Source: an optimization exercise on an open RTL-to-GDS flow (aim: small area, a short achievable clock period and few clock cycles per item). Production flows keep margins and buffers that such runs may drop. Only simulation tests tie the RTL to the original design; equivalence was not proved. Power is estimated from default activity; no workload was simulated.

==> flow/design.v <==
package mbt_pkg;
  localparam int IN_CNT  = 4;
  localparam int HID_W   = 4;
  localparam int HID_D   = 3;
  localparam int OUT_CNT = 3;
  localparam int FEAT_N  = 4;
  localparam int SCORE_N = 3;
  localparam int MAX_FI = (IN_CNT > HID_W) ? IN_CNT : HID_W;
  localparam int MAX_N  = (MAX_FI > OUT_CNT) ? MAX_FI : OUT_CNT;
  localparam int HBASE   = HID_W * (IN_CNT + 1);
  localparam int HSTRIDE = HID_W * (HID_W + 1);
  localparam int W_TOTAL = HBASE + (HID_D - 1) * HSTRIDE + OUT_CNT * (HID_W + 1);
  localparam int WA_W   = $clog2(W_TOTAL);
  localparam int LAY_W  = $clog2(HID_D + 2);
  localparam int NRN_W  = (MAX_N > 1) ? $clog2(MAX_N) : 1;
  localparam int TAP_W  = $clog2(MAX_FI + 1);
  localparam int ACT_N  = (HID_D + 2) * MAX_N;
  localparam int ACT_IW = $clog2(ACT_N);
  localparam int DLT_N  = (HID_D + 1) * MAX_N;
  localparam int DLT_IW = $clog2(DLT_N);
  localparam int W_W   = 16;
  localparam int ACT_W = 17;
  localparam int Q_W   = 11;
  localparam int LR_W  = 11;
  localparam int MA_W  = 28;
  localparam int MB_W  = 17;
  localparam int PR_W  = MA_W + MB_W;
  localparam int ONE_Q10 = 1024;
  localparam logic [LR_W-1:0] LR_RESET = 11'd51;
  localparam logic [1:0] OP_TRAIN = 2'd1;
  localparam logic [1:0] OP_WRITE = 2'd2;
endpackage
import mbt_pkg::*;
module mlp_backprop_trainer_top (
  input  logic                      clk,
  input  logic                      rst_n,
  input  logic                      in_valid,
  output logic                      in_ready,
  input  logic [1:0]                in_action,
  input  logic signed [15:0]        in_feature_a,
  input  logic signed [15:0]        in_feature_b,
  input  logic signed [15:0]        in_feature_c,
  input  logic signed [15:0]        in_feature_d,
  input  logic [10:0]               in_target_a,
  input  logic [10:0]               in_target_b,
  input  logic [10:0]               in_target_c,
  input  logic [6:0]                in_weight_index,
  input  logic signed [15:0]        in_weight_value,
  output logic                      out_valid,
  input  logic                      out_ready,
  output logic [10:0]               out_score_a,
  output logic [10:0]               out_score_b,
  output logic [10:0]               out_score_c,
  input  logic                      cfg_wr_en,
  input  logic [mbt_pkg::LR_W-1:0]  cfg_wr_data
);
  function automatic logic [10:0] sig_y_lut(input logic [7:0] idx);
    logic [10:0] r;
    case (idx)
      8'd0: r = 11'd0;
      8'd1: r = 11'd0;
      8'd2: r = 11'd0;
      8'd3: r = 11'd0;
      8'd4: r = 11'd0;
      8'd5: r = 11'd0;
      8'd6: r = 11'd0;
      8'd7: r = 11'd1;
      8'd8: r = 11'd1;
      8'd9: r = 11'd1;
      8'd10: r = 11'd1;
      8'd11: r = 11'd1;
      8'd12: r = 11'd1;
      8'd13: r = 11'd1;
      8'd14: r = 11'd1;
      8'd15: r = 11'd1;
      8'd16: r = 11'd1;
      8'd17: r = 11'd1;
      8'd18: r = 11'd1;
      8'd19: r = 11'd1;
      8'd20: r = 11'd1;
      8'd21: r = 11'd1;
      8'd22: r = 11'd1;
      8'd23: r = 11'd1;
      8'd24: r = 11'd2;
      8'd25: r = 11'd2;
      8'd26: r = 11'd2;
      8'd27: r = 11'd2;
      8'd28: r = 11'd2;
      8'd29: r = 11'd2;
      8'd30: r = 11'd2;
      8'd31: r = 11'd2;
      8'd32: r = 11'd3;
      8'd33: r = 11'd3;
      8'd34: r = 11'd3;
      8'd35: r = 11'd3;
      8'd36: r = 11'd3;
      8'd37: r = 11'd3;
      8'd38: r = 11'd4;
      8'd39: r = 11'd4;
      8'd40: r = 11'd4;
      8'd41: r = 11'd4;
      8'd42: r = 11'd5;
      8'd43: r = 11'd5;
      8'd44: r = 11'd5;
      8'd45: r = 11'd6;
      8'd46: r = 11'd6;
      8'd47: r = 11'd6;
      8'd48: r = 11'd7;
      8'd49: r = 11'd7;
      8'd50: r = 11'd8;
      8'd51: r = 11'd8;
      8'd52: r = 11'd9;
      8'd53: r = 11'd9;
      8'd54: r = 11'd10;
      8'd55: r = 11'd11;
      8'd56: r = 11'd11;
      8'd57: r = 11'd12;
      8'd58: r = 11'd13;
      8'd59: r = 11'd14;
      8'd60: r = 11'd14;
      8'd61: r = 11'd15;
      8'd62: r = 11'd16;
      8'd63: r = 11'd17;
      8'd64: r = 11'd18;
      8'd65: r = 11'd20;
      8'd66: r = 11'd21;
      8'd67: r = 11'd22;
      8'd68: r = 11'd24;
      8'd69: r = 11'd25;
      8'd70: r = 11'd27;
      8'd71: r = 11'd28;
      8'd72: r = 11'd30;
      8'd73: r = 11'd32;
      8'd74: r = 11'd34;
      8'd75: r = 11'd36;
      8'd76: r = 11'd38;
      8'd77: r = 11'd41;
      8'd78: r = 11'd43;
      8'd79: r = 11'd46;
      8'd80: r = 11'd49;
      8'd81: r = 11'd52;
      8'd82: r = 11'd55;
      8'd83: r = 11'd58;
      8'd84: r = 11'd62;
      8'd85: r = 11'd65;
      8'd86: r = 11'd69;
      8'd87: r = 11'd73;
      8'd88: r = 11'd78;
      8'd89: r = 11'd82;
      8'd90: r = 11'd87;
      8'd91: r = 11'd92;
      8'd92: r = 11'd98;
      8'd93: r = 11'd103;
      8'd94: r = 11'd109;
      8'd95: r = 11'd116;
      8'd96: r = 11'd122;
      8'd97: r = 11'd129;
      8'd98: r = 11'd136;
      8'd99: r = 11'd144;
      8'd100: r = 11'd152;
      8'd101: r = 11'd160;
      8'd102: r = 11'd168;
      8'd103: r = 11'd177;
      8'd104: r = 11'd187;
      8'd105: r = 11'd197;
      8'd106: r = 11'd207;
      8'd107: r = 11'd217;
      8'd108: r = 11'd228;
      8'd109: r = 11'd239;
      8'd110: r = 11'd251;
      8'd111: r = 11'd263;
      8'd112: r = 11'd275;
      8'd113: r = 11'd288;
      8'd114: r = 11'd301;
      8'd115: r = 11'd315;
      8'd116: r = 11'd329;
      8'd117: r = 11'd343;
      8'd118: r = 11'd357;
      8'd119: r = 11'd372;
      8'd120: r = 11'd387;
      8'd121: r = 11'd402;
      8'd122: r = 11'd417;
      8'd123: r = 11'd433;
      8'd124: r = 11'd448;
      8'd125: r = 11'd464;
      8'd126: r = 11'd480;
      8'd127: r = 11'd496;
      8'd128: r = 11'd512;
      8'd129: r = 11'd528;
      8'd130: r = 11'd544;
      8'd131: r = 11'd560;
      8'd132: r = 11'd576;
      8'd133: r = 11'd591;
      8'd134: r = 11'd607;
      8'd135: r = 11'd622;
      8'd136: r = 11'd637;
      8'd137: r = 11'd652;
      8'd138: r = 11'd667;
      8'd139: r = 11'd681;
      8'd140: r = 11'd695;
      8'd141: r = 11'd709;
      8'd142: r = 11'd723;
      8'd143: r = 11'd736;
      8'd144: r = 11'd749;
      8'd145: r = 11'd761;
      8'd146: r = 11'd773;
      8'd147: r = 11'd785;
      8'd148: r = 11'd796;
      8'd149: r = 11'd807;
      8'd150: r = 11'd817;
      8'd151: r = 11'd827;
      8'd152: r = 11'd837;
      8'd153: r = 11'd847;
      8'd154: r = 11'd856;
      8'd155: r = 11'd864;
      8'd156: r = 11'd872;
      8'd157: r = 11'd880;
      8'd158: r = 11'd888;
      8'd159: r = 11'd895;
      8'd160: r = 11'd902;
      8'd161: r = 11'd908;
      8'd162: r = 11'd915;
      8'd163: r = 11'd921;
      8'd164: r = 11'd926;
      8'd165: r = 11'd932;
      8'd166: r = 11'd937;
      8'd167: r = 11'd942;
      8'd168: r = 11'd946;
      8'd169: r = 11'd951;
      8'd170: r = 11'd955;
      8'd171: r = 11'd959;
      8'd172: r = 11'd962;
      8'd173: r = 11'd966;
      8'd174: r = 11'd969;
      8'd175: r = 11'd972;
      8'd176: r = 11'd975;
      8'd177: r = 11'd978;
      8'd178: r = 11'd981;
      8'd179: r = 11'd983;
      8'd180: r = 11'd986;
      8'd181: r = 11'd988;
      8'd182: r = 11'd990;
      8'd183: r = 11'd992;
      8'd184: r = 11'd994;
      8'd185: r = 11'd996;
      8'd186: r = 11'd997;
      8'd187: r = 11'd999;
      8'd188: r = 11'd1000;
      8'd189: r = 11'd1002;
      8'd190: r = 11'd1003;
      8'd191: r = 11'd1004;
      8'd192: r = 11'd1006;
      8'd193: r = 11'd1007;
      8'd194: r = 11'd1008;
      8'd195: r = 11'd1009;
      8'd196: r = 11'd1010;
      8'd197: r = 11'd1010;
      8'd198: r = 11'd1011;
      8'd199: r = 11'd1012;
      8'd200: r = 11'd1013;
      8'd201: r = 11'd1013;
      8'd202: r = 11'd1014;
      8'd203: r = 11'd1015;
      8'd204: r = 11'd1015;
      8'd205: r = 11'd1016;
      8'd206: r = 11'd1016;
      8'd207: r = 11'd1017;
      8'd208: r = 11'd1017;
      8'd209: r = 11'd1018;
      8'd210: r = 11'd1018;
      8'd211: r = 11'd1018;
      8'd212: r = 11'd1019;
      8'd213: r = 11'd1019;
      8'd214: r = 11'd1019;
      8'd215: r = 11'd1020;
      8'd216: r = 11'd1020;
      8'd217: r = 11'd1020;
      8'd218: r = 11'd1020;
      8'd219: r = 11'd1021;
      8'd220: r = 11'd1021;
      8'd221: r = 11'd1021;
      8'd222: r = 11'd1021;
      8'd223: r = 11'd1021;
      8'd224: r = 11'd1021;
      8'd225: r = 11'd1022;
      8'd226: r = 11'd1022;
      8'd227: r = 11'd1022;
      8'd228: r = 11'd1022;
      8'd229: r = 11'd1022;
      8'd230: r = 11'd1022;
      8'd231: r = 11'd1022;
      8'd232: r = 11'd1022;
      8'd233: r = 11'd1023;
      8'd234: r = 11'd1023;
      8'd235: r = 11'd1023;
      8'd236: r = 11'd1023;
      8'd237: r = 11'd1023;
      8'd238: r = 11'd1023;
      8'd239: r = 11'd1023;
      8'd240: r = 11'd1023;
      8'd241: r = 11'd1023;
      8'd242: r = 11'd1023;
      8'd243: r = 11'd1023;
      8'd244: r = 11'd1023;
      8'd245: r = 11'd1023;
      8'd246: r = 11'd1023;
      8'd247: r = 11'd1023;
      8'd248: r = 11'd1023;
      8'd249: r = 11'd1023;
      8'd250: r = 11'd1024;
      8'd251: r = 11'd1024;
      8'd252: r = 11'd1024;
      8'd253: r = 11'd1024;
      8'd254: r = 11'd1024;
      8'd255: r = 11'd1024;
      default: r = '0;
    endcase
    sig_y_lut = r;
  endfunction
  function automatic logic [8:0] sig_d_lut(input logic [7:0] idx);
    logic [8:0] r;
    case (idx)
      8'd0: r = 9'd0;
      8'd1: r = 9'd0;
      8'd2: r = 9'd0;
      8'd3: r = 9'd0;
      8'd4: r = 9'd0;
      8'd5: r = 9'd0;
      8'd6: r = 9'd0;
      8'd7: r = 9'd1;
      8'd8: r = 9'd1;
      8'd9: r = 9'd1;
      8'd10: r = 9'd1;
      8'd11: r = 9'd1;
      8'd12: r = 9'd1;
      8'd13: r = 9'd1;
      8'd14: r = 9'd1;
      8'd15: r = 9'd1;
      8'd16: r = 9'd1;
      8'd17: r = 9'd1;
      8'd18: r = 9'd1;
      8'd19: r = 9'd1;
      8'd20: r = 9'd1;
      8'd21: r = 9'd1;
      8'd22: r = 9'd1;
      8'd23: r = 9'd1;
      8'd24: r = 9'd2;
      8'd25: r = 9'd2;
      8'd26: r = 9'd2;
      8'd27: r = 9'd2;
      8'd28: r = 9'd2;
      8'd29: r = 9'd2;
      8'd30: r = 9'd2;
      8'd31: r = 9'd2;
      8'd32: r = 9'd3;
      8'd33: r = 9'd3;
      8'd34: r = 9'd3;
      8'd35: r = 9'd3;
      8'd36: r = 9'd3;
      8'd37: r = 9'd3;
      8'd38: r = 9'd4;
      8'd39: r = 9'd4;
      8'd40: r = 9'd4;
      8'd41: r = 9'd4;
      8'd42: r = 9'd5;
      8'd43: r = 9'd5;
      8'd44: r = 9'd5;
      8'd45: r = 9'd6;
      8'd46: r = 9'd6;
      8'd47: r = 9'd6;
      8'd48: r = 9'd7;
      8'd49: r = 9'd7;
      8'd50: r = 9'd8;
      8'd51: r = 9'd8;
      8'd52: r = 9'd9;
      8'd53: r = 9'd9;
      8'd54: r = 9'd10;
      8'd55: r = 9'd11;
      8'd56: r = 9'd11;
      8'd57: r = 9'd12;
      8'd58: r = 9'd13;
      8'd59: r = 9'd14;
      8'd60: r = 9'd14;
      8'd61: r = 9'd15;
      8'd62: r = 9'd16;
      8'd63: r = 9'd17;
      8'd64: r = 9'd18;
      8'd65: r = 9'd20;
      8'd66: r = 9'd21;
      8'd67: r = 9'd22;
      8'd68: r = 9'd23;
      8'd69: r = 9'd24;
      8'd70: r = 9'd26;
      8'd71: r = 9'd27;
      8'd72: r = 9'd29;
      8'd73: r = 9'd31;
      8'd74: r = 9'd33;
      8'd75: r = 9'd35;
      8'd76: r = 9'd37;
      8'd77: r = 9'd39;
      8'd78: r = 9'd41;
      8'd79: r = 9'd44;
      8'd80: r = 9'd47;
      8'd81: r = 9'd49;
      8'd82: r = 9'd52;
      8'd83: r = 9'd55;
      8'd84: r = 9'd58;
      8'd85: r = 9'd61;
      8'd86: r = 9'd64;
      8'd87: r = 9'd68;
      8'd88: r = 9'd72;
      8'd89: r = 9'd75;
      8'd90: r = 9'd80;
      8'd91: r = 9'd84;
      8'd92: r = 9'd89;
      8'd93: r = 9'd93;
      8'd94: r = 9'd97;
      8'd95: r = 9'd103;
      8'd96: r = 9'd107;
      8'd97: r = 9'd113;
      8'd98: r = 9'd118;
      8'd99: r = 9'd124;
      8'd100: r = 9'd129;
      8'd101: r = 9'd135;
      8'd102: r = 9'd140;
      8'd103: r = 9'd146;
      8'd104: r = 9'd153;
      8'd105: r = 9'd159;
      8'd106: r = 9'd165;
      8'd107: r = 9'd171;
      8'd108: r = 9'd177;
      8'd109: r = 9'd183;
      8'd110: r = 9'd189;
      8'd111: r = 9'd195;
      8'd112: r = 9'd201;
      8'd113: r = 9'd207;
      8'd114: r = 9'd213;
      8'd115: r = 9'd218;
      8'd116: r = 9'd223;
      8'd117: r = 9'd228;
      8'd118: r = 9'd233;
      8'd119: r = 9'd237;
      8'd120: r = 9'd241;
      8'd121: r = 9'd244;
      8'd122: r = 9'd247;
      8'd123: r = 9'd250;
      8'd124: r = 9'd252;
      8'd125: r = 9'd254;
      8'd126: r = 9'd255;
      8'd127: r = 9'd256;
      8'd128: r = 9'd256;
      8'd129: r = 9'd256;
      8'd130: r = 9'd255;
      8'd131: r = 9'd254;
      8'd132: r = 9'd252;
      8'd133: r = 9'd250;
      8'd134: r = 9'd247;
      8'd135: r = 9'd244;
      8'd136: r = 9'd241;
      8'd137: r = 9'd237;
      8'd138: r = 9'd233;
      8'd139: r = 9'd228;
      8'd140: r = 9'd223;
      8'd141: r = 9'd218;
      8'd142: r = 9'd213;
      8'd143: r = 9'd207;
      8'd144: r = 9'd201;
      8'd145: r = 9'd195;
      8'd146: r = 9'd189;
      8'd147: r = 9'd183;
      8'd148: r = 9'd177;
      8'd149: r = 9'd171;
      8'd150: r = 9'd165;
      8'd151: r = 9'd159;
      8'd152: r = 9'd153;
      8'd153: r = 9'd146;
      8'd154: r = 9'd140;
      8'd155: r = 9'd135;
      8'd156: r = 9'd129;
      8'd157: r = 9'd124;
      8'd158: r = 9'd118;
      8'd159: r = 9'd113;
      8'd160: r = 9'd107;
      8'd161: r = 9'd103;
      8'd162: r = 9'd97;
      8'd163: r = 9'd93;
      8'd164: r = 9'd89;
      8'd165: r = 9'd84;
      8'd166: r = 9'd80;
      8'd167: r = 9'd75;
      8'd168: r = 9'd72;
      8'd169: r = 9'd68;
      8'd170: r = 9'd64;
      8'd171: r = 9'd61;
      8'd172: r = 9'd58;
      8'd173: r = 9'd55;
      8'd174: r = 9'd52;
      8'd175: r = 9'd49;
      8'd176: r = 9'd47;
      8'd177: r = 9'd44;
      8'd178: r = 9'd41;
      8'd179: r = 9'd39;
      8'd180: r = 9'd37;
      8'd181: r = 9'd35;
      8'd182: r = 9'd33;
      8'd183: r = 9'd31;
      8'd184: r = 9'd29;
      8'd185: r = 9'd27;
      8'd186: r = 9'd26;
      8'd187: r = 9'd24;
      8'd188: r = 9'd23;
      8'd189: r = 9'd22;
      8'd190: r = 9'd21;
      8'd191: r = 9'd20;
      8'd192: r = 9'd18;
      8'd193: r = 9'd17;
      8'd194: r = 9'd16;
      8'd195: r = 9'd15;
      8'd196: r = 9'd14;
      8'd197: r = 9'd14;
      8'd198: r = 9'd13;
      8'd199: r = 9'd12;
      8'd200: r = 9'd11;
      8'd201: r = 9'd11;
      8'd202: r = 9'd10;
      8'd203: r = 9'd9;
      8'd204: r = 9'd9;
      8'd205: r = 9'd8;
      8'd206: r = 9'd8;
      8'd207: r = 9'd7;
      8'd208: r = 9'd7;
      8'd209: r = 9'd6;
      8'd210: r = 9'd6;
      8'd211: r = 9'd6;
      8'd212: r = 9'd5;
      8'd213: r = 9'd5;
      8'd214: r = 9'd5;
      8'd215: r = 9'd4;
      8'd216: r = 9'd4;
      8'd217: r = 9'd4;
      8'd218: r = 9'd4;
      8'd219: r = 9'd3;
      8'd220: r = 9'd3;
      8'd221: r = 9'd3;
      8'd222: r = 9'd3;
      8'd223: r = 9'd3;
      8'd224: r = 9'd3;
      8'd225: r = 9'd2;
      8'd226: r = 9'd2;
      8'd227: r = 9'd2;
      8'd228: r = 9'd2;
      8'd229: r = 9'd2;
      8'd230: r = 9'd2;
      8'd231: r = 9'd2;
      8'd232: r = 9'd2;
      8'd233: r = 9'd1;
      8'd234: r = 9'd1;
      8'd235: r = 9'd1;
      8'd236: r = 9'd1;
      8'd237: r = 9'd1;
      8'd238: r = 9'd1;
      8'd239: r = 9'd1;
      8'd240: r = 9'd1;
      8'd241: r = 9'd1;
      8'd242: r = 9'd1;
      8'd243: r = 9'd1;
      8'd244: r = 9'd1;
      8'd245: r = 9'd1;
      8'd246: r = 9'd1;
      8'd247: r = 9'd1;
      8'd248: r = 9'd1;
      8'd249: r = 9'd1;
      8'd250: r = 9'd0;
      8'd251: r = 9'd0;
      8'd252: r = 9'd0;
      8'd253: r = 9'd0;
      8'd254: r = 9'd0;
      8'd255: r = 9'd0;
      default: r = '0;
    endcase
    sig_d_lut = r;
  endfunction
  function automatic logic [19:0] sig_slope(input logic signed [15:0] z);
    logic [15:0] u;
    logic [19:0] r;
    u = 16'(z + 16'sd8192);
    if (z < -16'sd8192) begin
      r = {sig_d_lut(8'd0), sig_y_lut(8'd0)};
    end else if (z >= 16'sd8192) begin
      r = {9'd0, 11'd1024};
    end else begin
      r = {sig_d_lut(u[13:6]), sig_y_lut(u[13:6])};
    end
    sig_slope = r;
  endfunction
  function automatic logic signed [15:0] sh10_sat34(input logic signed [33:0] v);
    logic signed [23:0] s;
    logic signed [15:0] r;
    s = 24'(v >>> 10);
    if (s > 24'sd32767)       r = 16'sh7FFF;
    else if (s < -24'sd32768) r = 16'sh8000;
    else                      r = s[15:0];
    sh10_sat34 = r;
  endfunction
  function automatic logic signed [15:0] sat24(input logic signed [23:0] s);
    logic signed [15:0] r;
    if (s > 24'sd32767)       r = 16'sh7FFF;
    else if (s < -24'sd32768) r = 16'sh8000;
    else                      r = s[15:0];
    sat24 = r;
  endfunction
  function automatic logic [85:0] csa43(input logic [42:0] x, input logic [42:0] y,
                                        input logic [42:0] z);
    logic [42:0] sm, cy;
    sm = x ^ y ^ z;
    cy = ((x & y) | (x & z) | (y & z)) << 1;
    csa43 = {cy, sm};
  endfunction
  localparam logic [2:0] OP_NOP  = 3'd0;
  localparam logic [2:0] OP_FWD  = 3'd1;
  localparam logic [2:0] OP_D3   = 3'd2;
  localparam logic [2:0] OP_EMAC = 3'd3;
  localparam logic [2:0] OP_QC   = 3'd4;
  localparam logic [2:0] OP_DM   = 3'd5;
  localparam logic [2:0] OP_UPD  = 3'd6;
  localparam logic [5:0] T_END_INF = 6'd20;
  localparam logic [5:0] T_END_TRN = 6'd48;
  typedef struct packed {
    logic [2:0] op;
    logic [1:0] lay;     
    logic [1:0] idx;     
    logic [3:0] row;     
    logic       first;   
    logic       last;    
  } ctl_t;
  function automatic logic [12:0] mk(input logic [2:0] op, input int lay, input int idx,
                                     input int row, input logic first, input logic last);
    mk = {op, 2'(lay), 2'(idx), 4'(row), first, last};
  endfunction
  function automatic ctl_t sched(input logic [5:0] t, input logic train);
    ctl_t c;
    c = mk(OP_NOP, 0, 0, 0, 1'b0, 1'b0);
    case (t)
      6'd0, 6'd1, 6'd2, 6'd3:     c = mk(OP_FWD, 0, int'(t),      int'(t),      1'b0, 1'b0);
      6'd4:                       c = mk(OP_QC,  0, 0, 0, 1'b0, 1'b0);
      6'd6, 6'd7, 6'd8, 6'd9:     c = mk(OP_FWD, 1, int'(t) - 6,  int'(t) - 2,  1'b0, 1'b0);
      6'd10:                      c = mk(OP_QC,  1, 0, 0, 1'b0, 1'b0);
      6'd12, 6'd13, 6'd14, 6'd15: c = mk(OP_FWD, 2, int'(t) - 12, int'(t) - 4,  1'b0, 1'b0);
      6'd16:                      c = mk(OP_QC,  2, 0, 0, 1'b0, 1'b0);
      6'd18, 6'd19:               c = mk(OP_FWD, 3, int'(t) - 18, int'(t) - 6,  1'b0, 1'b0);
      6'd20:                      c = mk(OP_FWD, 3, 2,            14,           1'b0, 1'b1);
      6'd21:                      c = mk(OP_QC,  3, 0, 0, 1'b0, 1'b0);
      default: begin
        if (train) begin
          case (t)
            6'd23, 6'd24, 6'd25:    c = mk(OP_EMAC, 3, int'(t) - 23, int'(t) - 11,
                                           t == 6'd23, t == 6'd25);
            6'd26, 6'd27, 6'd28:    c = mk(OP_UPD,  3, int'(t) - 26, int'(t) - 14, 1'b0, 1'b0);
            6'd29, 6'd30, 6'd31, 6'd32:
                                    c = mk(OP_EMAC, 2, int'(t) - 29, int'(t) - 21,
                                           t == 6'd29, t == 6'd32);
            6'd33, 6'd34, 6'd35:    c = mk(OP_UPD,  2, int'(t) - 33, int'(t) - 25, 1'b0, 1'b0);
            6'd36, 6'd37, 6'd38, 6'd39:
                                    c = mk(OP_EMAC, 1, int'(t) - 36, int'(t) - 32,
                                           t == 6'd36, t == 6'd39);
            6'd40:                  c = mk(OP_UPD,  2, 3, 11, 1'b0, 1'b0);
            6'd41, 6'd42:           c = mk(OP_UPD,  1, int'(t) - 41, int'(t) - 37, 1'b0, 1'b0);
            6'd43, 6'd44, 6'd45, 6'd46:
                                    c = mk(OP_UPD,  0, int'(t) - 43, int'(t) - 43, 1'b0, 1'b0);
            6'd47, 6'd48:           c = mk(OP_UPD,  1, int'(t) - 45, int'(t) - 41, 1'b0, 1'b0);
            default: ;
          endcase
        end
      end
    endcase
    sched = c;
  endfunction
  typedef struct packed {
    logic [7:0]  a;    
    logic [6:0]  b;    
    logic [3:0]  q;    
    logic [15:0] d;    
  } sel_t;
  function automatic logic [1:0] dslot(input logic [1:0] l);
    dslot = (l == 2'd0) ? 2'd3 : l;
  endfunction
  function automatic sel_t sel_of(input ctl_t c);
    sel_t r;
    r = '0;
    case (c.op)
      OP_FWD:  begin r.a[c.lay[0]] = 1'b1; r.b[0] = 1'b1; end
      OP_EMAC: begin r.a[4] = 1'b1; r.b[0] = 1'b1; r.d[{dslot(c.lay), c.idx}] = 1'b1; end
      OP_QC:   begin r.a[c.lay[0]] = 1'b1; r.b[5] = 1'b1; end
      OP_UPD:  begin r.a[7] = 1'b1; r.q[c.lay] = 1'b1; r.b[6] = 1'b1; r.d[{dslot(c.lay), c.idx}] = 1'b1; end
      default: ;
    endcase
    sel_of = r;
  endfunction
  logic              busy_r, train_r, in_ready_r, window_r, clear_r;
  logic [5:0]        t_r;
  ctl_t              ic_r, sc_r, s2_r;    
  sel_t              sel_r;               
  logic              du_v_r;              
  logic [1:0]        du_lay_r;            
  logic [3:0]        du3_r;               
  logic [LR_W-1:0]   lr_r;
  logic [LR_W-1:0]   lr_item_q;         
  logic [4:0][14:0][15:0] W;             
  logic signed [15:0] wr_q  [5];        
  logic signed [15:0] ws_q  [5];        
  logic [42:0]        ps_q  [4];        
  logic [42:0]        pc_q  [4];
  logic signed [33:0] acc_q [4];
  logic signed [15:0] e_q   [4];
  logic [8:0]         dus_q [4];        
  logic signed [15:0] d_q   [1:3][4];   
  logic signed [26:0] q0_q  [4];        
  logic [20:0]        q_q   [1:3][4];   
  logic signed [15:0] ae_q  [4];        
  logic [10:0]        ao_q  [4];        
  logic [8:0]         slp_q [1:4][4];   
  logic signed [11:0] diff_q[3];
  logic [10:0]        tgt_q [3];
  logic [10:0]        res_q [2];
  logic [27:0]        p4s_q, p4c_q;     
  logic [1:0]         qlay_q;           
  logic               wr_v_r;
  logic [3:0]         wr_row_r;
  logic [2:0]         wr_lane_r;
  logic signed [15:0] wr_val_r;
  logic               out_valid_r, pend_v_r;
  logic [10:0]        out_q [3];
  logic [10:0]        pend_q[3];
  logic       accept, acc_item, acc_wr;
  logic [5:0] t_end;
  logic       cont;
  logic       busy_n, train_n;
  logic [5:0] t_n;
  ctl_t       ic_n, nxt_sched;
  assign accept   = in_valid && in_ready_r;
  assign acc_item = accept && (in_action != OP_WRITE);
  assign acc_wr   = accept && (in_action == OP_WRITE);
  assign t_end    = train_r ? T_END_TRN : T_END_INF;
  assign cont     = busy_r && (t_r != t_end);
  assign nxt_sched = sched(6'(t_r + 1'b1), train_r);
  always_comb begin
    busy_n  = busy_r;
    train_n = train_r;
    t_n     = 6'(t_r + 1'b1);
    if (acc_item) begin
      busy_n  = 1'b1;
      train_n = (in_action == OP_TRAIN);
      t_n     = '0;
    end else if (!cont) begin
      busy_n  = 1'b0;
    end
    if (acc_item)  ic_n = mk(OP_FWD, 0, 0, 0, 1'b0, 1'b0);
    else if (cont) ic_n = nxt_sched;
    else           ic_n = mk(OP_NOP, 0, 0, 0, 1'b0, 1'b0);
  end
  logic [3:0] pf_row;
  assign pf_row = cont ? nxt_sched.row : 4'd0;
  logic        push_r, out_free, pend_v_n;
  logic [10:0] y_fwd;
  logic [8:0]  slope_fwd;
  logic [10:0] pdata [3];
  assign push_r   = (s2_r.op == OP_FWD) && s2_r.last;
  assign out_free = !out_valid_r || out_ready;
  assign pdata[0] = res_q[0];
  assign pdata[1] = res_q[1];
  assign pdata[2] = y_fwd;
  logic [1:0] nif_r, nif_n;
  logic pend_hold_r, out_valid_n, pend_hold_n;
  logic out_ld_pend, out_ld_new, pend_ld, pend_new;
  assign nif_n = 2'(nif_r + {1'b0, acc_item} - {1'b0, push_r});
  always_comb begin
    out_ld_pend = 1'b0;
    out_ld_new  = 1'b0;
    pend_ld     = 1'b0;
    pend_new    = 1'b0;
    pend_v_n    = pend_v_r;
    pend_hold_n = pend_hold_r;
    out_valid_n = out_valid_r && !out_ready;
    if (pend_v_r && pend_hold_r) begin
      if (push_r) begin
        out_ld_new  = 1'b1;
        out_valid_n = 1'b1;
        pend_hold_n = 1'b0;
      end
    end else if (pend_v_r) begin
      if (out_free) begin
        out_ld_pend = 1'b1;
        out_valid_n = 1'b1;
        pend_v_n    = push_r;
        pend_ld     = push_r;
        pend_new    = push_r;
      end
    end else begin
      if (push_r && acc_wr) begin
        out_ld_new  = 1'b1;
        out_valid_n = 1'b1;
        pend_ld     = 1'b1;
        pend_v_n    = 1'b1;
      end else if (push_r || (acc_wr && nif_r == 2'd0)) begin
        if (out_free) begin
          out_ld_new  = 1'b1;
          out_valid_n = 1'b1;
        end else begin
          pend_ld  = 1'b1;
          pend_new = push_r;
          pend_v_n = 1'b1;
        end
      end else if (acc_wr) begin
        pend_ld     = 1'b1;
        pend_v_n    = 1'b1;
        pend_hold_n = 1'b1;
      end
    end
  end
  logic wr_v_n, upd_s, ext_w;
  assign upd_s  = (sc_r.op == OP_UPD);
  assign ext_w  = wr_v_r && !upd_s;
  assign wr_v_n = acc_wr ? (in_weight_index < 7'd75) : (wr_v_r && upd_s);
  logic in_ready_n, window;
  always_comb begin
    if (acc_item)  window = 1'b0;
    else if (cont) window = (6'(t_r + 1'b1) == t_end);
    else           window = 1'b1;
    in_ready_n = window && !(wr_v_n && (ic_r.op == OP_UPD))
               && (3'(nif_n) + 3'(out_valid_n) + 3'(pend_v_n) <= 3'd1);
  end
  always_ff @(posedge clk) begin
    if (!rst_n) begin
      busy_r      <= 1'b0;
      train_r     <= 1'b0;
      t_r         <= '0;
      ic_r        <= mk(OP_NOP, 0, 0, 0, 1'b0, 1'b0);
      sel_r       <= '0;
      sc_r        <= mk(OP_NOP, 0, 0, 0, 1'b0, 1'b0);
      s2_r        <= mk(OP_NOP, 0, 0, 0, 1'b0, 1'b0);
      du_v_r      <= 1'b0;
      du3_r       <= '0;
      in_ready_r  <= 1'b0;
      window_r    <= 1'b0;
      out_valid_r <= 1'b0;
      pend_v_r    <= 1'b0;
      pend_hold_r <= 1'b0;
      nif_r       <= '0;
      wr_v_r      <= 1'b0;
      lr_r        <= LR_RESET;
    end else begin
      busy_r     <= busy_n;
      train_r    <= train_n;
      t_r        <= t_n;
      ic_r       <= ic_n;
      sel_r      <= sel_of(ic_n);
      sc_r       <= ic_r;
      s2_r       <= sc_r;
      du_v_r     <= (sc_r.op == OP_EMAC) && sc_r.last;
      for (int k = 0; k < 4; k++)
        du3_r[k] <= (s2_r.op == OP_FWD) && (s2_r.lay == 2'd3) && (s2_r.idx == 2'(k));
      in_ready_r <= in_ready_n;
      window_r   <= window;
      pend_v_r   <= pend_v_n;
      pend_hold_r <= pend_hold_n;
      nif_r      <= nif_n;
      wr_v_r     <= wr_v_n;
      out_valid_r <= out_valid_n;
      if (cfg_wr_en) lr_r <= cfg_wr_data;
    end
  end
  always_ff @(posedge clk) begin
    clear_r  <= !rst_n;
    du_lay_r <= sc_r.lay - 2'd1;
  end
  always_ff @(posedge clk) begin
    for (int k = 0; k < 3; k++) begin
      if (out_ld_pend)     out_q[k] <= pend_q[k];
      else if (out_ld_new) out_q[k] <= push_r ? pdata[k] : 11'd0;
      if (pend_ld)         pend_q[k] <= pend_new ? pdata[k] : 11'd0;
    end
  end
  always_ff @(posedge clk) begin
    if (in_ready_r) begin
      wr_row_r  <= 4'(in_weight_index / 7'd5);
      wr_lane_r <= 3'(in_weight_index % 7'd5);
      wr_val_r  <= in_weight_value;
    end
    if (window_r) begin
      lr_item_q <= lr_r;
      ae_q[0]   <= in_feature_a;
      ae_q[1]   <= in_feature_b;
      ae_q[2]   <= in_feature_c;
      ae_q[3]   <= in_feature_d;
      tgt_q[0]  <= in_target_a;
      tgt_q[1]  <= in_target_b;
      tgt_q[2]  <= in_target_c;
    end
  end
  logic signed [15:0] upd_w [5];
  logic signed [15:0] wbus  [5];
  always_comb begin
    for (int j = 0; j < 5; j++) begin
      if (clear_r)    wbus[j] = '0;
      else if (upd_s) wbus[j] = upd_w[j];
      else            wbus[j] = wr_val_r;
    end
  end
  always_ff @(posedge clk) begin
    for (int j = 0; j < 5; j++) begin
      for (int r = 0; r < 15; r++) begin
        if (clear_r || (upd_s && sc_r.row == 4'(r)) ||
            (ext_w && wr_lane_r == 3'(j) && wr_row_r == 4'(r))) begin
          W[j][r] <= wbus[j];
        end
      end
    end
  end
  always_ff @(posedge clk) begin
    for (int j = 0; j < 5; j++) begin
      if (wr_v_r && wr_lane_r == 3'(j) && wr_row_r == pf_row) wr_q[j] <= wr_val_r;
      else wr_q[j] <= $signed(W[j][pf_row]);
      ws_q[j] <= wr_q[j];
    end
  end
  logic signed [15:0] d_bc, d_bc_n;
  sel_t               sel_n;
  always_comb begin
    sel_n  = sel_of(ic_n);
    d_bc_n = '0;
    for (int k = 4; k < 16; k++) d_bc_n |= {16{sel_n.d[k]}} & d_q[k / 4][k % 4];
  end
  logic signed [15:0] d_bc_q;
  always_ff @(posedge clk) begin
    d_bc_q <= d_bc_n;
  end
  assign d_bc = d_bc_q;
  logic [27:0] p4_s, p4_c;
  mbt_pmul u_pmul (.a(d_bc), .b($signed({1'b0, lr_item_q})), .s(p4_s), .c(p4_c));
  always_ff @(posedge clk) begin
    p4s_q <= p4_s;
    p4c_q <= p4_c;
  end
  for (genvar j = 0; j < 4; j++) begin : g_lane
    logic signed [26:0] mul_a;
    logic signed [15:0] mul_b;
    logic signed [26:0] q_sel;
    always_comb begin
      q_sel = ({27{sel_r.q[0]}} & q0_q[j])
            | ({27{sel_r.q[1]}} & 27'(q_q[1][j]))
            | ({27{sel_r.q[2]}} & 27'(q_q[2][j]))
            | ({27{sel_r.q[3]}} & 27'(q_q[3][j]));
      mul_a = ({27{sel_r.a[0]}} & 27'(ae_q[j]))
            | ({27{sel_r.a[1]}} & 27'(ao_q[j]))
            | ({27{sel_r.a[4]}} & 27'(d_bc))
            | ({27{sel_r.a[7]}} & q_sel);
      mul_b = ({16{sel_r.b[0]}} & wr_q[j])
            | ({16{sel_r.b[5]}} & {5'b0, lr_item_q})
            | ({16{sel_r.b[6]}} & d_bc);
    end
    logic [42:0] mul_s, mul_c;
    mbt_bmul u_mul (.a(mul_a), .b(mul_b), .s(mul_s), .c(mul_c));
    always_ff @(posedge clk) begin
      ps_q[j] <= mul_s;
      pc_q[j] <= mul_c;
    end
    logic signed [33:0] acc_v;
    logic signed [23:0] upd_s24;
    logic [42:0]        acc_cs_s, acc_cs_c;
    logic [26:0]        prod;
    logic [42:0]        upd_cs_s, upd_cs_c, upd_t;
    logic [33:0]        prod_r;
    assign {acc_cs_c, acc_cs_s} = csa43(43'(sc_r.first ? 34'sd512 : acc_q[j]), ps_q[j], pc_q[j]);
    assign acc_v   = 34'(acc_cs_s[33:0] + acc_cs_c[33:0]);
    assign prod    = ps_q[j][26:0] + pc_q[j][26:0];
    assign prod_r  = 34'(ps_q[j][33:0] + pc_q[j][33:0] + 34'd512);
    assign {upd_cs_c, upd_cs_s} = csa43(ps_q[j], pc_q[j], 43'($signed({ws_q[j], 20'h80000})));
    assign upd_t   = upd_cs_s + upd_cs_c;
    assign upd_s24 = 24'($signed(upd_t[42:20]));
    assign upd_w[j] = sat24(upd_s24);
    always_ff @(posedge clk) begin
      case (sc_r.op)
        OP_EMAC: begin
          acc_q[j] <= acc_v;
          if (sc_r.last) begin
            e_q[j] <= sh10_sat34(acc_v);
            case (sc_r.lay)
              2'd3:    dus_q[j] <= slp_q[3][j];
              2'd2:    dus_q[j] <= slp_q[2][j];
              default: dus_q[j] <= slp_q[1][j];
            endcase
          end
        end
        OP_QC: begin
          if (sc_r.lay == 2'd0) q0_q[j] <= prod[26:0];
          else q_q[sc_r.lay][j] <= prod[20:0];
        end
        default: ;
      endcase
    end
    logic signed [15:0] du_x;
    logic [8:0]         du_s;
    logic [25:0]        du_s26, du_c26, du_t;
    logic signed [15:0] du_d;
    always_comb begin
      if (du3_r[j]) begin
        du_x = (j < 3) ? 16'(diff_q[(j < 3) ? j : 0]) : 16'sd0;
        du_s = (j < 3) ? slp_q[4][j] : 9'd0;
      end else begin
        du_x = e_q[j];
        du_s = dus_q[j];
      end
    end
    mbt_dmul u_dmul (.a(du_x), .b($signed({1'b0, du_s})), .s(du_s26), .c(du_c26));
    assign du_t = du_s26 + du_c26;
    assign du_d = $signed(du_t[25:10]);
    always_ff @(posedge clk) begin
      if (du3_r[j])      d_q[3][j] <= du_d;
      else if (du_v_r)   d_q[dslot(du_lay_r)][j] <= du_d;
    end
  end
  logic signed [27:0] upd4_t;
  logic [42:0] upd4_cs_s, upd4_cs_c;
  assign {upd4_cs_c, upd4_cs_s} = csa43(43'(p4s_q), 43'(p4c_q), 43'($signed({ws_q[4], 10'd512})));
  assign upd4_t   = 28'(upd4_cs_s[27:0] + upd4_cs_c[27:0]);
  assign upd_w[4] = sat24(24'(upd4_t >>> 10));
  logic signed [34:0] fsum;
  logic signed [15:0] z_fwd;
  logic [19:0]        ss_fwd;
  logic [42:0] f1 [6];
  logic [42:0] f2 [4];
  logic [42:0] f3 [3];
  logic [42:0] f4 [2];
  assign {f1[1], f1[0]} = csa43(ps_q[0], pc_q[0], ps_q[1]);
  assign {f1[3], f1[2]} = csa43(pc_q[1], ps_q[2], pc_q[2]);
  assign {f1[5], f1[4]} = csa43(ps_q[3], pc_q[3], 43'($signed({ws_q[4], 10'd512})));
  assign {f2[1], f2[0]} = csa43(f1[0], f1[1], f1[2]);
  assign {f2[3], f2[2]} = csa43(f1[3], f1[4], f1[5]);
  assign {f3[1], f3[0]} = csa43(f2[0], f2[1], f2[2]);
  assign f3[2] = f2[3];
  assign {f4[1], f4[0]} = csa43(f3[0], f3[1], f3[2]);
  assign fsum = 35'(f4[0][34:0] + f4[1][34:0]);
  logic signed [33:0] fsum_q;
  always_ff @(posedge clk) begin
    fsum_q <= fsum[33:0];
  end
  assign z_fwd     = sh10_sat34(fsum_q);
  assign ss_fwd    = sig_slope(z_fwd);
  assign y_fwd     = ss_fwd[10:0];
  assign slope_fwd = ss_fwd[19:11];
  always_ff @(posedge clk) begin
    if (s2_r.op == OP_FWD) begin
      case (s2_r.lay)
        2'd0: begin ao_q[s2_r.idx] <= y_fwd; slp_q[1][s2_r.idx] <= slope_fwd; end
        2'd1: begin ae_q[s2_r.idx] <= 16'(y_fwd); slp_q[2][s2_r.idx] <= slope_fwd; end
        2'd2: begin ao_q[s2_r.idx] <= y_fwd; slp_q[3][s2_r.idx] <= slope_fwd; end
        default: begin
          if (s2_r.idx != 2'd3) begin
            slp_q[4][s2_r.idx] <= slope_fwd;
            diff_q[s2_r.idx]   <= $signed({1'b0, tgt_q[s2_r.idx]}) - $signed({1'b0, y_fwd});
          end
          if (s2_r.idx < 2'd2) res_q[s2_r.idx[0]] <= y_fwd;
        end
      endcase
    end
  end
  assign in_ready    = in_ready_r;
  assign out_valid   = out_valid_r;
  assign out_score_a = out_q[0];
  assign out_score_b = out_q[1];
  assign out_score_c = out_q[2];
endmodule
module mbt_bmul (
  input  logic signed [26:0] a,
  input  logic signed [15:0] b,
  output logic [42:0]        s,
  output logic [42:0]        c
);
  localparam logic [42:0] SIGN_K = 43'h55558000000;
  logic [42:0] r [9];
  function automatic logic [85:0] csa(input logic [42:0] x, input logic [42:0] y,
                                      input logic [42:0] z);
    logic [42:0] sm, cy;
    sm = x ^ y ^ z;
    cy = ((x & y) | (x & z) | (y & z)) << 1;
    csa = {cy, sm};
  endfunction
  always_comb begin
    logic [42:0] corr;
    corr = '0;
    for (int i = 0; i < 8; i++) begin
      logic b0, b1, b2, neg, one, two;
      logic [27:0] x, y;
      b0 = (i == 0) ? 1'b0 : b[(i == 0) ? 0 : 2 * i - 1];
      b1 = b[2 * i];
      b2 = b[2 * i + 1];
      neg = b2 & ~(b1 & b0);
      one = b1 ^ b0;
      two = (b2 & ~b1 & ~b0) | (~b2 & b1 & b0);
      x = one ? {a[26], a} : (two ? {a, 1'b0} : 28'd0);
      y = neg ? ~x : x;
      r[i] = 43'({~y[27], y[26:0]}) << (2 * i);
      corr[2 * i] = neg;
    end
    r[8] = SIGN_K | corr;
  end
  logic [42:0] t0_0s, t0_0c;
  logic [42:0] t0_1s, t0_1c;
  logic [42:0] t0_2s, t0_2c;
  logic [42:0] t1_0s, t1_0c;
  logic [42:0] t1_1s, t1_1c;
  logic [42:0] t2_0s, t2_0c;
  logic [42:0] t3_0s, t3_0c;
  assign {t0_0c, t0_0s} = csa(r[0], r[1], r[2]);
  assign {t0_1c, t0_1s} = csa(r[3], r[4], r[5]);
  assign {t0_2c, t0_2s} = csa(r[6], r[7], r[8]);
  assign {t1_0c, t1_0s} = csa(t0_0s, t0_0c, t0_1s);
  assign {t1_1c, t1_1s} = csa(t0_1c, t0_2s, t0_2c);
  assign {t2_0c, t2_0s} = csa(t1_0s, t1_0c, t1_1s);
  assign {t3_0c, t3_0s} = csa(t2_0s, t2_0c, t1_1c);
  assign s = t3_0s;
  assign c = t3_0c;
endmodule
module mbt_dmul (
  input  logic signed [15:0] a,
  input  logic signed [9:0] b,
  output logic [25:0]        s,
  output logic [25:0]        c
);
  localparam logic [25:0] SIGN_K = 26'h2ab0200;
  logic [25:0] r [6];
  function automatic logic [51:0] csa(input logic [25:0] x, input logic [25:0] y,
                                      input logic [25:0] z);
    logic [25:0] sm, cy;
    sm = x ^ y ^ z;
    cy = ((x & y) | (x & z) | (y & z)) << 1;
    csa = {cy, sm};
  endfunction
  always_comb begin
    logic [25:0] corr;
    corr = '0;
    for (int i = 0; i < 5; i++) begin
      logic b0, b1, b2, neg, one, two;
      logic [16:0] x, y;
      b0 = (i == 0) ? 1'b0 : b[(i == 0) ? 0 : 2 * i - 1];
      b1 = b[2 * i];
      b2 = b[2 * i + 1];
      neg = b2 & ~(b1 & b0);
      one = b1 ^ b0;
      two = (b2 & ~b1 & ~b0) | (~b2 & b1 & b0);
      x = one ? {a[15], a} : (two ? {a, 1'b0} : 17'd0);
      y = neg ? ~x : x;
      r[i] = 26'({~y[16], y[15:0]}) << (2 * i);
      corr[2 * i] = neg;
    end
    r[5] = SIGN_K | corr;
  end
  logic [25:0] t0_0s, t0_0c;
  logic [25:0] t0_1s, t0_1c;
  logic [25:0] t1_0s, t1_0c;
  logic [25:0] t2_0s, t2_0c;
  assign {t0_0c, t0_0s} = csa(r[0], r[1], r[2]);
  assign {t0_1c, t0_1s} = csa(r[3], r[4], r[5]);
  assign {t1_0c, t1_0s} = csa(t0_0s, t0_0c, t0_1s);
  assign {t2_0c, t2_0s} = csa(t1_0s, t1_0c, t0_1c);
  assign s = t2_0s;
  assign c = t2_0c;
endmodule
module mbt_pmul (
  input  logic signed [15:0] a,
  input  logic signed [11:0] b,
  output logic [27:0]        s,
  output logic [27:0]        c
);
  localparam logic [27:0] SIGN_K = 28'haab0000;
  logic [27:0] r [7];
  function automatic logic [55:0] csa(input logic [27:0] x, input logic [27:0] y,
                                      input logic [27:0] z);
    logic [27:0] sm, cy;
    sm = x ^ y ^ z;
    cy = ((x & y) | (x & z) | (y & z)) << 1;
    csa = {cy, sm};
  endfunction
  always_comb begin
    logic [27:0] corr;
    corr = '0;
    for (int i = 0; i < 6; i++) begin
      logic b0, b1, b2, neg, one, two;
      logic [16:0] x, y;
      b0 = (i == 0) ? 1'b0 : b[(i == 0) ? 0 : 2 * i - 1];
      b1 = b[2 * i];
      b2 = b[2 * i + 1];
      neg = b2 & ~(b1 & b0);
      one = b1 ^ b0;
      two = (b2 & ~b1 & ~b0) | (~b2 & b1 & b0);
      x = one ? {a[15], a} : (two ? {a, 1'b0} : 17'd0);
      y = neg ? ~x : x;
      r[i] = 28'({~y[16], y[15:0]}) << (2 * i);
      corr[2 * i] = neg;
    end
    r[6] = SIGN_K | corr;
  end
  logic [27:0] t0_0s, t0_0c;
  logic [27:0] t0_1s, t0_1c;
  logic [27:0] t1_0s, t1_0c;
  logic [27:0] t2_0s, t2_0c;
  logic [27:0] t3_0s, t3_0c;
  assign {t0_0c, t0_0s} = csa(r[0], r[1], r[2]);
  assign {t0_1c, t0_1s} = csa(r[3], r[4], r[5]);
  assign {t1_0c, t1_0s} = csa(t0_0s, t0_0c, t0_1s);
  assign {t2_0c, t2_0s} = csa(t1_0s, t1_0c, t0_1c);
  assign {t3_0c, t3_0s} = csa(t2_0s, t2_0c, r[6]);
  assign s = t3_0s;
  assign c = t3_0c;
endmodule
==> flow/flow/run.sh <==
#!/bin/bash
# Standard ORFS layout (the standard.sh, unchanged synthesis), with repair_timing asked to
# leave a larger setup margin so that it shortens the paths the achieved period depends on.
# The clock period and every constraint stay the design's.
set -euo pipefail
MARGIN=${MARGIN:-10.5}
bash standard.sh SETUP_SLACK_MARGIN=$MARGIN finish > standard_flow.log 2>&1
==> flow/standard.sh <==
#!/bin/bash
# synth_recipe.tcl (not shown) runs the flow's synth.tcl, then flattens the netlist and writes it again
# the make line also repeats each setting of config.mk as NAME=value (left out here)
make -C /OpenROAD-flow-scripts/flow DESIGN_CONFIG=/design/flow/config.mk WORK_HOME=/design/flow/orfs CLKGATE_MAP_FILE= SYNTH_SCRIPT=/design/flow/synth_recipe.tcl "${@:-finish}"
==> flow/config.mk <==
export PLATFORM = sky130hd
export DESIGN_NAME = mlp_backprop_trainer_top
export DESIGN_NICKNAME = mlp_backprop_trainer_top
export VERILOG_FILES = /design/flow/design.v
export SDC_FILE = /design/flow/constraint.sdc
export NUM_CORES = 4
export LEC_CHECK = 0
export CAP_MARGIN = 20
export CORE_MARGIN = 2
export CORE_UTILIZATION = 42
export PLACE_DENSITY = 0.55
export SLEW_MARGIN = 20
==> flow/constraint.sdc <==
create_clock -name core_clock -period 16.0 [get_ports {clk}]
set_input_delay 3.2000 -clock core_clock [delete_from_list [all_inputs] [get_ports {clk}]]
set_output_delay 3.2000 -clock core_clock [all_outputs]
set_load 0.01 [all_outputs]
==> results of run 1 <==
synthesized netlist by cell type, drive strengths merged (216+ instances only):
library cell	number
a21o	216
a21oi	1884
a22oi	357
buf	233
clkbuf	893
dfxtp	653
edfxtp	2422
fa	1301
ha	1082
inv	1774
nand2	1099
nand3	242
nor2	896
nor2b	238
nor3	980
o21ai	863
o22ai	283
xnor2	881
xor2	591
placed cells by master, fill, tap and decap left out, types with 114 or more instances in the layout:
| master | instances |
|---|---|
| a211oi_1 | 114 |
| a21o_1 | 215 |
| a21oi_1 | 1735 |
| a22o_1 | 117 |
| a22oi_1 | 348 |
| a31oi_1 | 140 |
| and3_1 | 140 |
| buf_4 | 678 |
| clkbuf_16 | 358 |
| clkdlybuf4s50_1 | 171 |
| dfxtp_1 | 565 |
| edfxtp_1 | 2422 |
| fa_1 | 1289 |
| ha_1 | 1031 |
| inv_1 | 1735 |
| mux2i_1 | 188 |
| nand2_1 | 1072 |
| nand3_1 | 225 |
| nor2_1 | 790 |
| nor2b_1 | 214 |
| nor3_1 | 937 |
| o21a_1 | 128 |
| o21ai_0 | 654 |
| o21ai_1 | 135 |
| o221ai_1 | 187 |
| o22ai_1 | 274 |
| xnor2_1 | 851 |
| xor2_1 | 579 |
flip-flops by register name, summed over array words and instances (netlist names), 44 cells and up:
register and flops:
q_q 252, e_q 64, ws_q 80, q0_q 108, d_q 192, ae_q 64, ps_q 172, W 1200
ao_q 44, wr_q 80, pc_q 156, slp_q 135, acc_q 136
repair_timing:
action / in CTS / in global routing
setup endpoints to repair: 1358 / 1377
hold endpoints to repair: 0 / 0
buffers inserted: 193 / 104
pin swaps: 141 / 150
gates cloned: 17 / 7
gates resized for setup: 605 / 409
final timing paths:
check | startpoint | slack (ns) | endpoint
worst min-delay path | wr_q[4][10]$_DFF_P_ | 0.33 | ws_q[4][10]$_DFF_P_
worst min register to register | wr_q[4][10]$_DFF_P_ | 0.33 | ws_q[4][10]$_DFF_P_
worst max-delay path | du3_r[2]$_SDFF_PN0_ | 10.10 | d_q[2][11]$_DFFE_PP_
worst max register to register | du3_r[2]$_SDFF_PN0_ | 10.10 | d_q[2][11]$_DFFE_PP_
metal layers:
layer	global-route usage, %	vias up	routed length (um)
li1	-	67800	-
met1	43.2	77000	323000
met2	46.4	7416	333000
met3	5.29	1490	66800
met4	15.0	22	45600
met5	0	-	143
critical path, cell delays in order, from the launching register on:
cell      delay [ns]
dfxtp_4         0.43
mux2_4          0.35
or3_4           0.40
a21oi_4         0.25
buf_4           0.19
a22oi_1         0.09
xnor2_1         0.16
fa_1            0.55
inv_1           0.05
fa_1            0.45
fa_1            0.49
inv_1           0.05
ha_1            0.27
o21ai_1         0.07
o21bai_2        0.21
a21oi_2         0.11
o21ai_2         0.23
a41o_4          0.28
o41ai_4         0.08
o2111a_2        0.29
buf_4           0.14
buf_6           0.11
buf_4           0.12
buf_6           0.11
xnor2_2         0.14
power by group through the flow:
stage / Clock (mW) / Sequential, mW / Combinational [mW]
after floorplan: 0 / 10.4 / 11.2
after global placement: 0 / 10.8 / 17.2
after detailed placement: 0 / 10.8 / 17.2
after CTS: 8.34 / 10.6 / 18.3
after global routing: 8.64 / 10.7 / 21.3
final: 8.24 / 10.6 / 19.6
cell type report:
cell class | count | area (um2) | share of cell area, %
multi-input cells | 13000 | 109000 | 47.3
flip-flops and latches | 3075 | 86000 | 37.2
clock buffers | 457 | 9520 | 4.12
repair buffers | 1013 | 9480 | 4.10
well taps | 6400 | 8010 | 3.46
inverters | 1783 | 6750 | 2.92
clock inverters | 193 | 2100 | 0.908
diodes | 10 | 25.0 | 0.0108
cells by family (layout without fill, tap and decap cells):
family,Yosys count,after routing
xor+xnor,1472,1472
buf+inv,2909,3446
flops,3075,3075
simple gates,4121,4126
compound gates,4796,4799
other cells,0,10
fa+ha+maj,2385,2385
mux,266,267
==> summary.md, run 1 <==
| Metric | Value |
|---|---|
| Dpl hpwl | `554,000 um` |
| Num CTS Buffers | `352` |
| H-Tree Depth | `5` |
| Placed Cells | `25.0k` |
| Synth Area in Simple Gates | `9.71%` |
| Antenna viol nets, final | `0` |
| DRC | `0` |
| Post-Synth Adder-Cell Area | `19.7%` |
| Share of layout cells above drive strength 1 | `12.3%` |
| Critical path endpoint category | `flop` |
| Num ports | `173` |
| Core ar. | `478,000 um2` |
| Yosys top cell by area | `edfxtp_1` |
| Finished Layout Cells | `26.0k` |
| WL final | `769,000 um` |
| Setup TNS | `0 ns` |
| Post-Place Setup Slack | `8.10 ns` |
| Clock sinks | `3,075` |
| Ys async rst share | `0%` |
| Synthesized net count | `21.5k` |
| Clock Path Buffers | `4` |
| Int Pwr | `21.7 mW` |
| Design Area, Final | `231,000 um2` |
| Die area | `485,000 um2` |
| Primary FF master, synth | `edfxtp_1` |
| Die width | `696 um` |
| FF-to-FF path depth | `24` |
| Grt ovf | `0` |
| Share of the synthesized area in the top cell type | `36.1%` |
| Sequential cell area fraction in the yosys report | `42.6%` |
| Multiplexer share of the synthesized area | `1.36%` |
| Startpoint Class | `flop` |
| Area share of xor/xnor cells in the synthesized design | `6.43%` |
| Fin util | `48.4%` |
| Filler Cells Inserted | `43.8k` |
| DR WL/cell | `29.6 um` |
| Hold_buf cts | `0` |
| Clk pwr share | `21.4%` |
| Overall power | `38.5 mW` |
| Switching share of total power | `43.7%` |
| Global Route Usage Sum | `30.9%` |
| Final nets | `21.8k` |
| PwrDens | `167 nW/um2` |
| FMAX | `170 MHz` |
| First-pass GRT wire length | `1,090,000 um` |
| DP Area | `212,000 um2` |
| Unrepaired setup endpoints after global routing | `true` |
| Vias per cell | `5.92` |
| Final period util | `36.9%` |
| Hold Violations, Final | `0` |
| Gate power share | `51.0%` |
| Worst-path fanout max | `6` |
| Number of global-route vias before repair | `146k` |
| CTS tree | `built` |
| Clock slew at reported path FFs | `0.06 ns` |
| Cell variety after synth | `118` |
| Area delta synth->final | `14.8%` |
| Number of synthesized flops with an enable pin | `2,422` |
| Syn avg cell area | `10.6 um2` |
| Slew @ Worst Pin | `1.26 ns` |
| Initial core utilization | `42.1%` |
| RD Place Congestion | `0.964` |
| Synth Warn # | `25` |
| Largest net degree at the start of global routing | `143` |
| Standard-cell rows | `254` |
| Worst hold margin | `0.325 ns` |
| Max IR drop VDD | `0.693 mV` |
| Tmin final | `5.90 ns` |
| Setup WS post-layout | `10.10 ns` |
| Leak | `91.3 nW` |
| Arr. time, crit path | `6.62 ns` |
| Pins over their slew limit | `0` |
| Crit path kind | `flop to flop` |
| Synth Cell Area | `201,000 um2` |
| Finish-stage setup viols | `0` |
| Type of the worst min-delay path | `flop to flop` |
| I/O Buffers | `172` |
| Root Driver | `clkbuf_16` |
| Synth Area in Compound Gates | `14.7%` |
| Yosys reg bits | `3,075` |
| Initial DRC count | `17.0k` |
| Die height | `696 um` |
| Synth area leaders | `edfxtp_1, fa_1, ha_1, dfxtp_1, a21oi_1` |
| Hold path cells | `0` |
| Net switching power | `16.8 mW` |
| Slew headroom | `15.7%` |
| MaxCap Viol Count | `0` |
| Clock latency (worst-skew pair) | `1.00 ns` |
| Post-synthesis cell count | `19.0k` |
| Critical Path RT | `16.72 ns` |
| Sequential Power Share | `27.6%` |
| Main combinational cell family by area after synthesis | `adder cells` |
| Drt first pass iters | `6` |
| Skew final | `0.0638 ns` |
| Initial antenna violation count | `36` |
| Via Count | `154k` |
| Status | `complete, no violations` |
Testbench counts, summed over its fixed seeds: cycles 39,236, items 1,560.
==> run 2, diff against run 1 <==
==> flow/flow/run.sh (replaced) <==
#!/bin/bash
set -euo pipefail
MARGIN=${MARGIN:-11}
bash standard.sh SETUP_SLACK_MARGIN=$MARGIN finish > standard_flow.log 2>&1
--- a/flow/config.mk
+++ b/flow/config.mk
@@ -10,3 +10,4 @@
 export CORE_UTILIZATION = 42
 export PLACE_DENSITY = 0.55
 export SLEW_MARGIN = 20
+export TNS_END_PERCENT = 0
==> run 2 against run 1 <==
Against the previous run:
- highest routed layer unchanged
- non-clock buffer count is 200 lower
- sequential share of layout area is 0.65 points higher
- largest cell class unchanged
- flip-flop and latch count stayed put
- clock power is 0.8% higher
- cell area is 1.8% lower
- first-iteration DRC count is 3.8% higher
==> summary.md, run 2 <==
| Metric | Value |
|---|---|
| CTS tree | `built (unchanged)` |
| Die area | `485,000 um2 (unchanged)` |
| Multi-input gate area | `107,000 um2 (was 109,000 um2)` |
| Max IR drop VDD | `1.06 mV (was 0.693 mV)` |
| Die width | `696 um (unchanged)` |
| Synthesized net count | `21.5k (unchanged)` |
| Core ar. | `478,000 um2 (unchanged)` |
| Worst-path fanout max | `4 (was 6)` |
| Number of global-route vias before repair | `144k (was 146k)` |
| Num CTS Buffers | `355 (was 352)` |
| Tmin final | `6.08 ns (was 5.90 ns)` |
| Clock Path Buffers | `4 (unchanged)` |
| Initial antenna violation count | `27 (was 36)` |
| Yosys reg bits | `3,075 (unchanged)` |
| Filler Cells Inserted | `44.2k (was 43.8k)` |
| Area delta synth->final | `12.7% (was 14.8%)` |
| DRC | `0 (unchanged)` |
| Critical path endpoint category | `flop (unchanged)` |
| Commonest non-fill, non-tap cell in the layout | `edfxtp_1 (unchanged)` |
| Synth Warn # | `25 (unchanged)` |
| Dpl hpwl | `544,000 um (was 554,000 um)` |
| Cell with the most instances after synthesis | `edfxtp_1 (unchanged)` |
| Crit-path cells | `fa_1 > fa_1 > inv_1 > fa_1 > inv_1 > fa_1 > ha_1 > a211oi_1 > nor3_1 > a21oi_1 > o31ai_4 > o41a_1 > a41o_1 > a21oi_1 (was mux2_4 > or3_4 > a21oi_4 > buf_4 > a22oi_1 > xnor2_1 > fa_1 > inv_1 > fa_1 > fa_1 > inv_1 > ha_1 > o21ai_1 > o21bai_2 > a21oi_2 > o21ai_2 > a41o_4 > o41ai_4 > o2111a_2 > buf_4 > buf_6 > buf_4 > buf_6 > xnor2_2)` |
| Clock sinks | `3,075 (unchanged)` |
| FF-to-FF path depth | `14 (was 24)` |
| Status | `complete, no violations (unchanged)` |
| Most frequent cells in the layout | `edfxtp_1, a21oi_1, inv_1 (unchanged)` |
| Arr. time, crit path | `6.86 ns (was 6.62 ns)` |
| Post-synthesis cell count | `19.0k (unchanged)` |
| Ys async rst share | `0% (unchanged)` |
| Share of layout cells above drive strength 1 | `9.74% (was 12.3%)` |
| Slew @ Worst Pin | `1.30 ns (was 1.26 ns)` |
| Sequential cell area fraction in the yosys report | `42.6% (unchanged)` |
| Vias per cell | `5.88 (was 5.92)` |
| Synth top cells by count | `edfxtp_1, a21oi_1, inv_1 (unchanged)` |
| WL final | `749,000 um (was 769,000 um)` |
| Placed Cells | `25.0k (about the same)` |
| Standard-cell rows | `254 (unchanged)` |
| PwrDens | `172 nW/um2 (was 167 nW/um2)` |
| Drt first pass iters | `8 (was 6)` |
| Syn avg cell area | `10.6 um2 (unchanged)` |
| Hold path cells | `0 (unchanged)` |
| Leak | `89.7 nW (was 91.3 nW)` |
| Largest regs | `W: 1200 flops, q_q: 252 flops, d_q: 192 flops (unchanged)` |
| Initial DRC count | `17.6k (was 17.0k)` |
| Finish-stage setup viols | `0 (unchanged)` |
| Unrepaired setup endpoints after global routing | `true (unchanged)` |
| Startpoint Class | `flop (unchanged)` |
| Number of synthesized flops with an enable pin | `2,422 (unchanged)` |
| Num ports | `173 (unchanged)` |
| Type of the worst min-delay path | `flop to flop (unchanged)` |
| Share of the synthesized area in the top cell type | `36.1% (unchanged)` |
| Setup crit start | `ws_q[4][10]$_DFF_P_ (was du3_r[2]$_SDFF_PN0_)` |
| Delay of the slowest critical-path stage | `0.76 ns (was 0.55 ns)` |
| Clock latency (worst-skew pair) | `1.03 ns (was 1.00 ns)` |
| CP max-delay cell | `a21oi_1 (was fa_1)` |
| H-Tree Depth | `5 (unchanged)` |
| Setup TNS | `0 ns (unchanged)` |
| RD Place Congestion | `0.976 (was 0.964)` |
| Top reg by flops | `W (unchanged)` |
| Critical Path RT | `16.78 ns (was 16.72 ns)` |
| First-pass GRT wire length | `1,070,000 um (was 1,090,000 um)` |
| Die height | `696 um (unchanged)` |
| Cell variety after synth | `118 (unchanged)` |
| Crit path kind | `flop to flop (unchanged)` |
| Antenna viol nets, final | `0 (unchanged)` |
| Clock slew at reported path FFs | `0.06 ns (about the same)` |
| Skew final | `0.0809 ns (was 0.0638 ns)` |
| Hold Startpoint | `wr_q[4][0]$_DFF_P_ (was wr_q[4][10]$_DFF_P_)` |
| Reg area | `85,900 um2 (was 86,000 um2)` |
| DR WL/cell | `29.0 um (was 29.6 um)` |
| Grt ovf | `0 (unchanged)` |
| Finished Layout Cells | `25.8k (was 26.0k)` |
| Slew headroom | `12.3% (was 15.7%)` |
| Yosys top cell by area | `edfxtp_1 (unchanged)` |
| Global Route Usage Sum | `30.2% (was 30.9%)` |
| Via Count | `152k (was 154k)` |
| R2r startpoint | `ws_q[4][10]$_DFF_P_ (was du3_r[2]$_SDFF_PN0_)` |
| Hold Violations, Final | `0 (unchanged)` |
| Root Driver | `clkbuf_16 (unchanged)` |
| DP Area | `211,000 um2 (was 212,000 um2)` |
| Final period util | `38.0% (was 36.9%)` |
| CP bufs+invs | `2 (was 7)` |
| MaxCap Viol Count | `0 (unchanged)` |
| Synth Cell Area | `201,000 um2 (unchanged)` |
| Final nets | `21.6k (was 21.8k)` |
| Crit path top cell by count | `fa_1` |
| I/O Buffers | `172 (unchanged)` |
| Overall power | `39.0 mW (was 38.5 mW)` |
| Stages on the worst setup path | `14 (was 24)` |
| Pins over their slew limit | `0 (unchanged)` |
| Max reg flops | `1,200 (unchanged)` |
| Synth area leaders | `edfxtp_1, fa_1, ha_1, dfxtp_1, a21oi_1 (unchanged)` |
| Design Area, Final | `227,000 um2 (was 231,000 um2)` |
| FMAX | `164 MHz (was 170 MHz)` |
| Largest delay contributor family on the critical path | `adder cells (unchanged)` |
| Primary FF master, synth | `edfxtp_1 (unchanged)` |
| Largest net degree at the start of global routing | `142 (was 143)` |
| Initial core utilization | `42.1% (unchanged)` |
run 2: cell count changes in the layout (fill, tap and decap cells not counted), moves of 39 or more:
| cell | delta |
|---|---|
| buf_4 | -112 |
| a21oi_1 | +61 |
| dfxtp_1 | +49 |
| buf_6 | -42 |
| dfxtp_2 | -40 |
| a21oi_2 | -39 |
run 2: worst paths after layout:
path / endpoint / slack [ns]
setup / recovery: fsum_q[29]$_DFF_P_ / 9.92
hold reg to reg: ws_q[4][0]$_DFF_P_ / 0.32
hold / removal: ws_q[4][0]$_DFF_P_ / 0.32
setup reg to reg: fsum_q[29]$_DFF_P_ / 9.92
run 2: logic make-up after synthesis:
group / Yosys count / share of synthesized area [%]
AO/OA/AOI/OAI: 4796 / 14.7
XOR/XNOR: 1472 / 6.43
adder cells (fa/ha/maj): 2385 / 19.7
buffers and inverters: 2909 / 5.51
flip-flops: 3075 / 42.6
multiplexers: 266 / 1.36
AND/OR/NAND/NOR: 4121 / 9.71
run 2: layer usage:
layer | wire length, um | vias up | global-route usage, % | part of all wire, %
met5 | 80 | - | 0 | 0.011
met4 | 40300 | 14 | 13.3 | 5.4
met3 | 67200 | 1317 | 5.42 | 9.0
met2 | 326000 | 7321 | 45.9 | 44
met1 | 315000 | 75700 | 42.3 | 42
li1 | - | 67400 | - | -
run 2: area by class of cell:
cell class | count | area share, %
flip-flops and latches | 3075 | 37.8
clock buffers | 475 | 4.32
repair buffers | 813 | 3.22
clock inverters | 180 | 0.833
multi-input cells | 13000 | 47.3
diodes | 16 | 0.0176
inverters | 1783 | 2.96
well taps | 6400 | 3.53
run 2: power by group:
| part | internal (mW) | switching [mW] |
|---|---|---|
| clock | 4.77 | 3.54 |
| sequential | 9.82 | 0.824 |
| combinational | 6.81 | 13.2 |
run 2: per-stage QoR:
| step | setup slack, ns | hold slack (ns) | util [%] |
|---|---|---|---|
| after detailed placement | 7.22 | 0.312 | 44.2 |
| after floorplan | 8.82 | 0.310 | - |
| after CTS | 10.04 | 0.323 | 47.3 |
| after global routing | 9.78 | 0.328 | 47.5 |
| final | 9.92 | 0.324 | 47.5 |
| after global placement | 7.26 | 0.310 | 44.2 |
run 2: what timing repair did:
action,4_1_cts,5_1_grt
setup buffers,78,41
gates resized for setup,417,97
hold buffers,0,0
setup endpoints to repair,2053,1977
endpoints found under the hold margin,0,0
pin swaps,64,58
gates cloned,14,2

-- port drivers added, routing unchanged --
In the flow no input, the clock included, has a driving cell. The finished layouts below were timed again as built, in two steps. Step 1, drivers: a clkbuf_16 drives clk and a buf_2 each remaining input, both assumed. Step 2, shift: input delay + t, output delay - t, t = (earliest + latest rising clock arrival at the registers) / 2. This alone moves slack from input paths to output paths. Slacks: no drivers / after step 1 / after step 2; pairs: no drivers / after step 1.
run	t, ns	setup slack, ns	worst setup path at the end	pins driven straight from the clock port
run 1	1.086	10.101 / 10.101 / 9.575	input to register	1
run 2	1.110	9.916 / 9.916 / 9.013	input to register	1
After both steps every run listed still meets setup and hold. For run 2, which loses most, drivers alone change the setup slack by 0.000 ns; drivers and shift together by -0.903 ns.
